This is an optimization exercise on Yosys and OpenROAD, whose aim is small area and a short achievable clock period, not a production implementation. In this exercise RTL edits were held to simulation tests only and were not proved equivalent to the original. Power is estimated from default activity; no workload was simulated.

==> flow/design.v <==
module dmem_responder #(
   parameter int ADDR_W      = 7,
   parameter int WAIT_CYCLES = 2
) (
   input  logic        clk,
   input  logic        resetn,
   input  logic        req_valid,
   output logic        req_ready,
   input  logic        req_write,
   input  logic [15:0] req_addr,
   input  logic [15:0] req_wdata,
   output logic        rsp_valid,
   input  logic        rsp_ready,
   output logic [15:0] rsp_rdata,
   output logic        rsp_err
);
   localparam int DEPTH = 1 << ADDR_W;
   logic        req_ready_q;
   logic        w1_q;           
   logic        w2_q;           
   logic [7:0]  hiw_q;          
   logic        rsp_valid_q;
   logic        rsp_err_q;
   logic [15:0] rsp_rdata_q;
   logic [7:0]        hi_n_q;    
   logic [15:0]       lo_n_q;    
   logic              wr_q;
   logic              inr_q;
   logic [15:0]       wdata_q;
   logic [10:0]       rdp_q [16];
   logic [15:0] mem_q [DEPTH];
   logic accept;
   logic hold;
   logic [DEPTH-1:0] ws;
   logic [DEPTH-1:0] we;
   logic [7:0]       hiw_n;
   logic [10:0] rdp [16];
   logic [15:0] rd;
   assign accept = req_ready_q & req_valid;
   assign hold   = rsp_valid_q & ~rsp_ready;
   always_ff @(posedge clk) begin
      if (req_ready_q) begin
         hi_n_q  <= ~(8'd1 << req_addr[6:4]);
         lo_n_q  <= ~(16'd1 << req_addr[3:0]);
         wr_q    <= req_write;
         inr_q   <= (req_addr >> ADDR_W) == 16'd0;
         wdata_q <= req_wdata;
      end
   end
   always_ff @(posedge clk) begin
      if (!resetn) begin
         req_ready_q <= 1'b0;
         w1_q        <= 1'b0;
         w2_q        <= 1'b0;
         hiw_q       <= 8'd0;
         rsp_valid_q <= 1'b0;
         rsp_err_q   <= 1'b0;
         rsp_rdata_q <= 16'd0;
      end else begin
         req_ready_q <= ~(w1_q | w2_q | rsp_valid_q) & ~accept;
         w1_q        <= accept;
         w2_q        <= w1_q;
         hiw_q       <= {8{w1_q & wr_q & inr_q}} & ~hi_n_q;
         rsp_valid_q <= w2_q | hold;
         rsp_err_q   <= (w2_q & ~inr_q) | (hold & rsp_err_q);
         rsp_rdata_q <= ({16{w2_q & inr_q & ~wr_q}} & rd) | ({16{hold}} & rsp_rdata_q);
      end
   end
   assign hiw_n = ~(hiw_q & {8{resetn}});
   for (genvar i = 0; i < DEPTH; i++) begin : g_ws
      dmem_nor2 u_ws (.a(hi_n_q[i / 16]), .b(lo_n_q[i % 16]), .y(ws[i]));
      dmem_nor2 u_we (.a(hiw_n[i / 16]), .b(lo_n_q[i % 16]), .y(we[i]));
   end
   for (genvar b = 0; b < 16; b++) begin : g_rd
      logic [DEPTH-1:0] col;
      for (genvar i = 0; i < DEPTH; i++) begin : g_col
         assign col[i] = mem_q[i][b];
      end
      dmem_sel128 u_sel (.sel(ws), .d(col), .y(rdp[b]));
      always_ff @(posedge clk) rdp_q[b] <= rdp[b];
      dmem_or11 u_or (.a(rdp_q[b]), .y(rd[b]));
   end
   always_ff @(posedge clk) begin
      for (int i = 0; i < DEPTH; i++)
         if (we[i])
            mem_q[i] <= wdata_q;
   end
   assign req_ready = req_ready_q;
   assign rsp_valid = rsp_valid_q;
   assign rsp_err   = rsp_err_q;
   assign rsp_rdata = rsp_rdata_q;
endmodule
module dmem_sel128 (
   input  logic [127:0] sel,
   input  logic [127:0] d,
   output logic [10:0]  y
);
   logic [42:0] l1;
   for (genvar k = 0; k < 42; k++) begin : g_l1
      dmem_aoi222 u (.a(sel[3*k +: 3]), .b(d[3*k +: 3]), .y(l1[k]));
   end
   dmem_aoi22 u_l1last (.a(sel[127:126]), .b(d[127:126]), .y(l1[42]));
   for (genvar k = 0; k < 10; k++) begin : g_l2
      dmem_nand4 u (.a(l1[4*k +: 4]), .y(y[k]));
   end
   dmem_nand3 u_l2last (.a(l1[42:40]), .y(y[10]));
endmodule
module dmem_or11 (
   input  logic [10:0] a,
   output logic        y
);
   logic [2:0] l3;
   dmem_nor4 u_l3a (.a(a[3:0]), .y(l3[0]));
   dmem_nor4 u_l3b (.a(a[7:4]), .y(l3[1]));
   dmem_nor3 u_l3c (.a(a[10:8]), .y(l3[2]));
   dmem_nand3 u_l4 (.a(l3), .y(y));
endmodule
module dmem_nor2 (input logic a, input logic b, output logic y);
   assign y = ~(a | b);
endmodule
module dmem_aoi222 (input logic [2:0] a, input logic [2:0] b, output logic y);
   assign y = ~|(a & b);
endmodule
module dmem_aoi22 (input logic [1:0] a, input logic [1:0] b, output logic y);
   assign y = ~|(a & b);
endmodule
module dmem_nand4 (input logic [3:0] a, output logic y);
   assign y = ~&a;
endmodule
module dmem_nand3 (input logic [2:0] a, output logic y);
   assign y = ~&a;
endmodule
module dmem_nor4 (input logic [3:0] a, output logic y);
   assign y = ~|a;
endmodule
module dmem_nor3 (input logic [2:0] a, output logic y);
   assign y = ~|a;
endmodule
==> flow/config.mk <==
export PLATFORM = sky130hd
export DESIGN_NAME = dmem_responder
export DESIGN_NICKNAME = dmem_responder
export VERILOG_FILES = /design/flow/design.v
export SDC_FILE = /design/flow/constraint.sdc
export NUM_CORES = 4
export LEC_CHECK = 0
export ABC_CLOCK_PERIOD_IN_PS = 2300
export CAP_MARGIN = 20
export CORE_MARGIN = 2
export CORE_UTILIZATION = 60
export CTS_CLUSTER_DIAMETER = 120
export CTS_CLUSTER_SIZE = 25
export SETUP_SLACK_MARGIN = 2.7
export SLEW_MARGIN = 20
export SYNTH_HIERARCHICAL = 1
==> flow/constraint.sdc <==
create_clock -name core_clock -period 5.0 [get_ports {clk}]
set_input_delay 1.0000 -clock core_clock [delete_from_list [all_inputs] [get_ports {clk}]]
set_output_delay 1.0000 -clock core_clock [all_outputs]
set_load 0.01 [all_outputs]
run.sh (not shown) runs the stock make flow with config.mk's settings and CLKGATE_MAP_FILE= SYNTH_SCRIPT=/design/flow/synth_recipe.tcl, a recipe that flattens the netlist after the stock synthesis.
The baseline passed the timing, design-rule and antenna checks.
Next try:
- CORE_UTILIZATION: 60 -> 65
- CTS_CLUSTER_DIAMETER: 120 -> 100
- CTS_CLUSTER_SIZE: 25 -> 30
=> Core utilization climbs by 5.1 points. Power goes down by 2.2%. First-iteration DRC count went up by 22%. Die area falls by 7.6%. Via count came out higher by 1.1%. Routed wire length drops by 0.54%.
Next try:
- CTS_CLUSTER_DIAMETER: 100 -> 120
- CTS_CLUSTER_SIZE: 30 -> 25
- PLACE_DENSITY: unset -> 0.7
Outcome: The changed run produced a clean layout. Register-to-register slack is about the same. Hold slack is about the same. Die area is unchanged. Global-route usage goes down by 0.56 points. Critical path depth came out lower by 1. Total power goes up by a few percent. Clock-buffer cell count climbs by 31. Worst setup slack gets better by 0.011 ns. Combinational power is about the same. Maximum frequency went up slightly.

## separate check: timing with driven ports
In the flow no input, the clock included, has a driving cell. The finished layouts below were timed again as built, in two steps.
Step 1 sets driving cells, clkbuf_16 on the clock port and buf_2 on the other inputs (assumed; they add their load-dependent delay and slew).
Step 2, shift: input delay + t, output delay - t, t = (earliest + latest rising clock arrival at the registers) / 2. This alone moves slack from input paths to output paths.
Three values: ideal, step 1, step 2; two values: the first two.
run	shift t [ns]	slack for setup (ns)	worst register clock-pin slew, ns
the first run	0.809	2.631 / 2.631 / 1.981	0.10 / 0.10
the second run	0.794	2.647 / 2.620 / 1.992	0.12 / 0.12
the third run	0.809	2.658 / 2.657 / 1.952	0.10 / 0.10
After both steps every run listed still meets setup and hold. The setup slack of the third run, which loses most, moves by -0.001 ns with the drivers and by -0.706 ns with both steps.
